From an optimization exercise on the open Yosys and OpenROAD flow, aimed at a short achievable clock period and few clock cycles; shortcuts taken in it are not production practice.
RTL that was checked went through simulation tests only; none was proved equivalent to the original.
Power and IR drop assume default switching activity.

==> flow/design.v (excerpt) <==
module cpu16 (
    input  logic        clk,
    input  logic        rst_n,
    input  logic [15:0] instr,
    output logic [15:0] pc,
    output logic        wb_valid,
    output logic [3:0]  wb_addr,
    output logic [15:0] wb_data
);
Size: ~3500 cells after synthesis, ~830 flip-flops, roughly 36000 µm² of cells after synthesis.
Settings: LEC_CHECK=0, ABC_CLOCK_PERIOD_IN_PS=2500, CAP_MARGIN=20, CORE_MARGIN=2, CORE_UTILIZATION=40, SETUP_SLACK_MARGIN=5, SLEW_MARGIN=20; clock period 7.5 ns.
run.sh (not shown) runs the stock make flow with config.mk's settings and CLKGATE_MAP_FILE= SYNTH_SCRIPT=/design/flow/synth_recipe.tcl, a recipe that flattens the netlist after the stock synthesis.
Testbench counts at the start, summed over its fixed seeds: cycles 29,981.
Then changed:
--- a/flow/design.v
+++ b/flow/design.v
@@ -207,33 +207,34 @@
     logic fa1, fb1, fd1, fa2, fb2, fd2;
     assign fa1 = e1_valid && e1_wrnz && e1_rd == d_asrc;
     assign fb1 = e1_valid && e1_wrnz && e1_rd == d_rt && !d_imm;
     assign fd1 = e1_valid && e1_wrnz && e1_rd == d_rd;
     assign fa2 = e2_valid && e2_wrnz && e2_rd == d_asrc;
     assign fb2 = e2_valid && e2_wrnz && e2_rd == d_rt && !d_imm;
     assign fd2 = e2_valid && e2_wrnz && e2_rd == d_rd;
     logic [15:0] d_imm16, d_bv;
     assign d_imm16 = {(d_zext ? 8'd0 : {8{d_ir[7]}}), d_ir[7:0]};
     assign d_bv    = (d_imm ? d_imm16 : rd_b) ^ {16{d_sub}};
     logic [15:1] zf;
-    logic [15:0] zf16, we16;      
-    logic        rq_zero, d_zf, d_zfw, d_fa3, d_knz, d_undo;
-    assign zf16    = {zf, 1'b1};
-    assign we16    = {w_we, 1'b0};
+    logic        rq_zero, d_zero, d_fa3, d_knz, d_undo;
     assign rq_zero = (rq == 16'd0);
     always_comb begin
-        d_fa3 = 1'b0;
-        for (int i = 1; i < 16; i++) d_fa3 = d_fa3 | (d_a_oh[i] & w_we[i]);
+        d_zero = d_a_oh[0];
+        d_fa3  = 1'b0;
+        for (int i = 1; i < 16; i++) begin
+            d_zero = d_zero | (d_a_oh[i] & zf[i]);
+            d_fa3  = d_fa3  | (d_a_oh[i] & w_we[i]);
+        end
     end
-    assign d_knz  = (d_rt == 4'd0) & !fa1 & !fa2 & !d_fa3 & !d_zfw;
-    assign d_undo = d_valid & d_br & d_bp & d_knz & !(d_zf ^ d_op[0]);
+    assign d_knz  = (d_rt == 4'd0) & !fa1 & !fa2 & !d_fa3;
+    assign d_undo = d_valid & d_br & d_bp & d_knz & !(d_zero ^ d_op[0]);
     logic d_stall;
     assign d_stall = d_valid & d_shr & fa1;
     logic [3:0] f_op, f_rd, f_rs, f_rt, f_asrc;
     assign f_op   = instr[15:12];
     assign f_rd   = instr[11:8];
     assign f_rs   = instr[7:4];
     assign f_rt   = instr[3:0];
     assign f_asrc = is_rtype(f_op) ? f_rs : f_rd;
     logic [15:0]   pc2;
     logic [NB-1:0] btb_hit;
     logic [15:0]   f_btgt;
@@ -314,24 +315,22 @@
             wb_valid <= e2_ok && e2_wr;
         end
     end
     always_ff @(posedge clk) begin
         begin
             d_ir   <= instr;
             d_pc   <= pc_i;
             d_pc2  <= pc2;
             d_bp   <= f_bp;
             d_btgt <= f_btgt;
             d_a_oh <= onehot(f_asrc);
-            d_zf   <= zf16[f_rs];
-            d_zfw  <= we16[f_rs];
             d_b_oh <= onehot(f_rt);
             d_d_oh <= onehot(f_rd);
             d_asrc <= f_asrc;
         end
     end
     always_ff @(posedge clk) begin
         e1_wrnz  <= d_wr && (d_rd != 4'd0);
         e1_wr    <= d_wr;
         e1_rd    <= d_rd;
         e1_br    <= d_br;
         e1_bne   <= d_op[0];
What happened: The changed run produced a clean layout; routed wire length drops by 4.8%; non-clock buffer count is higher by 21; maximum frequency is higher by about 6%; utilization grows by 0.80 points; count of clock-buffer cells in the layout is unchanged.
Testbench counts after the change, summed over its fixed seeds: cycles 29,981.

* * *

The RTL this note starts from:
==> flow/design.v <==
`timescale 1ns/1ps
module cpu16 (
    input  logic        clk,
    input  logic        rst_n,
    input  logic [15:0] instr,
    output logic [15:0] pc,
    output logic        wb_valid,
    output logic [3:0]  wb_addr,
    output logic [15:0] wb_data
);
    logic [3:0] f_op, f_rd, f_rs, f_rt;
    assign f_op = instr[15:12];
    assign f_rd = instr[11:8];
    assign f_rs = instr[7:4];
    assign f_rt = instr[3:0];
    logic f_wr, f_rtype, f_br, f_jmp, f_inv, f_zext, f_imm;
    logic f_sel_add, f_sel_nand, f_sel_or, f_sel_sh;
    always_comb begin
        f_wr       = 1'b0;
        f_rtype    = 1'b0;
        f_br       = 1'b0;
        f_jmp      = 1'b0;
        f_inv      = 1'b0;
        f_zext     = 1'b0;
        f_imm      = 1'b0;
        f_sel_add  = 1'b0;
        f_sel_nand = 1'b0;
        f_sel_or   = 1'b0;
        f_sel_sh   = 1'b0;
        case (f_op)
            4'd0:  begin f_wr = 1'b1; f_sel_sh = 1'b1; end
            4'd3:  f_jmp = 1'b1;
            4'd4, 4'd5: begin f_br = 1'b1; f_rtype = 1'b1; end
            4'd6:  begin f_wr = 1'b1; f_imm = 1'b1; f_sel_or = 1'b1; end
            4'd7:  begin f_wr = 1'b1; f_imm = 1'b1; f_sel_nand = 1'b1; end
            4'd8:  begin f_wr = 1'b1; f_rtype = 1'b1; f_sel_add = 1'b1; end
            4'd9:  begin f_wr = 1'b1; f_imm = 1'b1; f_sel_add = 1'b1; end
            4'd10: begin f_wr = 1'b1; f_imm = 1'b1; f_zext = 1'b1; f_sel_add = 1'b1; end
            4'd11: begin f_wr = 1'b1; f_rtype = 1'b1; f_sel_nand = 1'b1; end
            4'd12: begin f_wr = 1'b1; f_rtype = 1'b1; f_inv = 1'b1; f_sel_add = 1'b1; end
            4'd13: begin f_wr = 1'b1; f_imm = 1'b1; f_inv = 1'b1; f_sel_add = 1'b1; end
            4'd14: begin f_wr = 1'b1; f_imm = 1'b1; f_zext = 1'b1; f_inv = 1'b1; f_sel_add = 1'b1; end
            4'd15: begin f_wr = 1'b1; f_rtype = 1'b1; f_sel_or = 1'b1; end
            default: ;
        endcase
    end
    logic [15:0] regs [1:15];
    logic        e_valid;
    logic        e_wrnz;      
    logic        e_wr;
    logic        e_br, e_bne, e_jmp;
    logic        e_cin;
    logic        e_sel_add, e_sel_nand, e_sel_or, e_sel_sh;
    logic [3:0]  e_rd;
    logic [3:0]  e_sh_amt;
    logic        e_sh_left, e_sh_arith;
    logic [15:0] e_a, e_b, e_d;
    logic [15:0] sum, res_nand, res_or, res_sh, alu_res;
    logic [31:0] sh_r;
    logic        eq, taken, redirect;
    logic [15:0] target;
    assign sum      = e_a + e_b + {15'd0, e_cin};
    assign res_nand = ~(e_a & e_b);
    assign res_or   = e_a | e_b;
    assign sh_r     = {{16{e_sh_arith & e_a[15]}}, e_a} >> e_sh_amt;
    assign res_sh   = e_sh_left ? (e_a << e_sh_amt) : sh_r[15:0];
    assign alu_res  = ({16{e_sel_add}}  & sum)
                    | ({16{e_sel_nand}} & res_nand)
                    | ({16{e_sel_or}}   & res_or)
                    | ({16{e_sel_sh}}   & res_sh);
    assign eq       = (e_a == e_b);
    assign taken    = e_br & (eq ^ e_bne);
    assign redirect = e_valid & (taken | e_jmp);
    assign target   = e_jmp ? (pc + e_b) : e_d;
    function automatic logic [15:0] rd_reg(input logic [3:0] x);
        rd_reg = (x == 4'd0) ? 16'd0 : regs[x];
    endfunction
    logic [15:0] r_rs, r_rt, r_rd;
    always_comb begin
        r_rs = (e_wrnz && e_rd == f_rs) ? alu_res : rd_reg(f_rs);
        r_rt = (e_wrnz && e_rd == f_rt) ? alu_res : rd_reg(f_rt);
        r_rd = (e_wrnz && e_rd == f_rd) ? alu_res : rd_reg(f_rd);
    end
    logic [15:0] imm8;
    assign imm8 = {(f_zext ? 8'd0 : {8{instr[7]}}), instr[7:0]};
    logic [15:0] f_a, f_b;
    always_comb begin
        f_a = f_rtype ? r_rs : r_rd;
        if (f_jmp)       f_b = {4'd0, instr[11:0]};
        else if (f_imm)  f_b = imm8 ^ {16{f_inv}};
        else             f_b = r_rt ^ {16{f_inv}};
    end
    always_ff @(posedge clk or negedge rst_n) begin
        if (!rst_n) begin
            pc       <= 16'd0;
            e_valid  <= 1'b0;
            e_wrnz   <= 1'b0;
            wb_valid <= 1'b0;
        end else begin
            pc       <= redirect ? target : pc + 16'd2;
            e_valid  <= !redirect;
            e_wrnz   <= !redirect && f_wr && (f_rd != 4'd0);
            wb_valid <= e_valid && e_wr;
        end
    end
    always_ff @(posedge clk) begin
        e_wr       <= f_wr;
        e_br       <= f_br;
        e_bne      <= f_op[0];
        e_jmp      <= f_jmp;
        e_cin      <= f_inv;
        e_sel_add  <= f_sel_add;
        e_sel_nand <= f_sel_nand;
        e_sel_or   <= f_sel_or;
        e_sel_sh   <= f_sel_sh;
        e_rd       <= f_rd;
        e_sh_amt   <= f_rs;
        e_sh_left  <= !f_rt[1];
        e_sh_arith <= f_rt[1] & f_rt[0];
        e_a        <= f_a;
        e_b        <= f_b;
        e_d        <= r_rd;
        wb_addr    <= e_rd;
        wb_data    <= alu_res;
        if (e_wrnz) regs[e_rd] <= alu_res;
    end
endmodule
clock: 7.5 ns
lec_check: 0
abc_clock_period_in_ps: 2500
cap_margin: 20
core_margin: 2
core_utilization: 40
setup_slack_margin: 5
slew_margin: 20
Testbench counts at the start, summed over its fixed seeds: cycles 29,555.
Next try:
--- a/flow/design.v
+++ b/flow/design.v
@@ -56,4 +56,24 @@
     logic        e_sh_left, e_sh_arith;
     logic [15:0] e_a, e_b, e_d;
+    localparam int NB = 2;
+    logic [NB-1:0] btb_v;
+    logic [15:0]   btb_tag [NB];
+    logic [15:0]   btb_tgt [NB];
+    logic [NB-1:0] btb_hit;
+    logic          f_pred;
+    logic [15:0]   f_ptgt;
+    logic [15:0]   pc2;
+    logic          e_pred;
+    logic [15:0]   e_ptgt, e_pc, e_pc2;
+    logic          btb_rr;
+    always_comb begin
+        f_ptgt = 16'd0;
+        for (int i = 0; i < NB; i++) begin
+            btb_hit[i] = btb_v[i] && btb_tag[i] == pc;
+            f_ptgt = f_ptgt | ({16{btb_hit[i]}} & btb_tgt[i]);
+        end
+        f_pred = |btb_hit;
+    end
+    assign pc2 = pc + 16'd2;
     logic [15:0] sum, res_nand, res_or, res_sh, alu_res;
     logic [31:0] sh_r;
@@ -71,6 +91,6 @@
     assign eq       = (e_a == e_b);
     assign taken    = e_br & (eq ^ e_bne);
-    assign redirect = e_valid & (taken | e_jmp);
-    assign target   = e_jmp ? (pc + e_b) : e_d;
+    assign redirect = e_valid & (e_jmp | (taken ? !(e_pred && e_ptgt == e_d) : e_pred));
+    assign target   = e_jmp ? (e_pc2 + e_b) : taken ? e_d : e_pc2;
     function automatic logic [15:0] rd_reg(input logic [3:0] x);
         rd_reg = (x == 4'd0) ? 16'd0 : regs[x];
@@ -98,5 +118,5 @@
             wb_valid <= 1'b0;
         end else begin
-            pc       <= redirect ? target : pc + 16'd2;
+            pc       <= redirect ? target : f_pred ? f_ptgt : pc2;
             e_valid  <= !redirect;
             e_wrnz   <= !redirect && f_wr && (f_rd != 4'd0);
@@ -122,6 +142,36 @@
         e_d        <= r_rd;
         wb_addr    <= e_rd;
+        e_pred     <= f_pred;
+        e_ptgt     <= f_ptgt;
+        e_pc       <= pc;
+        e_pc2      <= pc2;
         wb_data    <= alu_res;
         if (e_wrnz) regs[e_rd] <= alu_res;
     end
+    logic [NB-1:0] e_hit;
+    always_ff @(posedge clk) begin
+        e_hit <= btb_hit;
+    end
+    always_ff @(posedge clk or negedge rst_n) begin
+        if (!rst_n) begin
+            btb_v  <= '0;
+            btb_rr <= 1'b0;
+        end else if (e_valid && taken) begin
+            if (e_pred) begin
+            end else begin
+                btb_v[btb_rr] <= 1'b1;
+                btb_rr <= btb_rr + 1'b1;
+            end
+        end
+    end
+    always_ff @(posedge clk) begin
+        if (e_valid && taken) begin
+            for (int i = 0; i < NB; i++) begin
+                if (e_pred ? e_hit[i] : (btb_rr == i)) begin
+                    btb_tag[i] <= e_pc;
+                    btb_tgt[i] <= e_d;
+                end
+            end
+        end
+    end
 endmodule
After rerunning:
- The new run completed with no timing, DRC or antenna violations
- cell area came out higher by about a fifth
- wire length grows by about a fifth
- hold slack is worse by 0.022 ns
- power grows by a quarter to a third
- clock-buffer cell count rose by 22
- die area went up by about a fifth
- utilization drops by 0.68 points
The RTL of the second run of this note was laid out without a check of its function.

-- what the ideal ports hide --
The flow's constraints put no driver on any port. The routed layouts listed below were extracted and timed again, unchanged, in two steps.
Step 1: set_driving_cell puts a clkbuf_16 on clk and a buf_2 on each other input, an assumption about the parent block.
Step 2, shift: input delay + t, output delay - t, t = (earliest + latest rising clock arrival at the registers) / 2. This alone moves slack from input paths to output paths.
a / b / c = ideal ports / drivers / drivers and shift; a / b = the first two.
run | t (ns) | setup WS [ns] | worst hold slack (ns) | latest minus earliest clock arrival (ns) | worst slew at a driven data input, ns
the first run of note 1 | 0.712 | 4.664 / 4.664 / 4.367 | 0.324 / 0.324 / 0.324 | 0.031 / 0.031 | 0.07
the second run of note 1 | 0.722 | 4.821 / 4.773 / 4.406 | 0.328 / 0.328 / 0.328 | 0.028 / 0.029 | 0.03
the first run of note 2 | 0.629 | 4.461 / 4.044 / 3.416 | 0.447 / 0.447 / 0.447 | 0.025 / 0.025 | 0.60
the second run of note 2 | 0.683 | 4.569 / 4.150 / 3.467 | 0.425 / 0.425 / 0.425 | 0.037 / 0.037 | 0.63
After both steps every run listed still meets setup and hold. The setup slack of the second run of note 2, which loses most, moves by -0.419 ns with the drivers and by -1.102 ns with both steps.
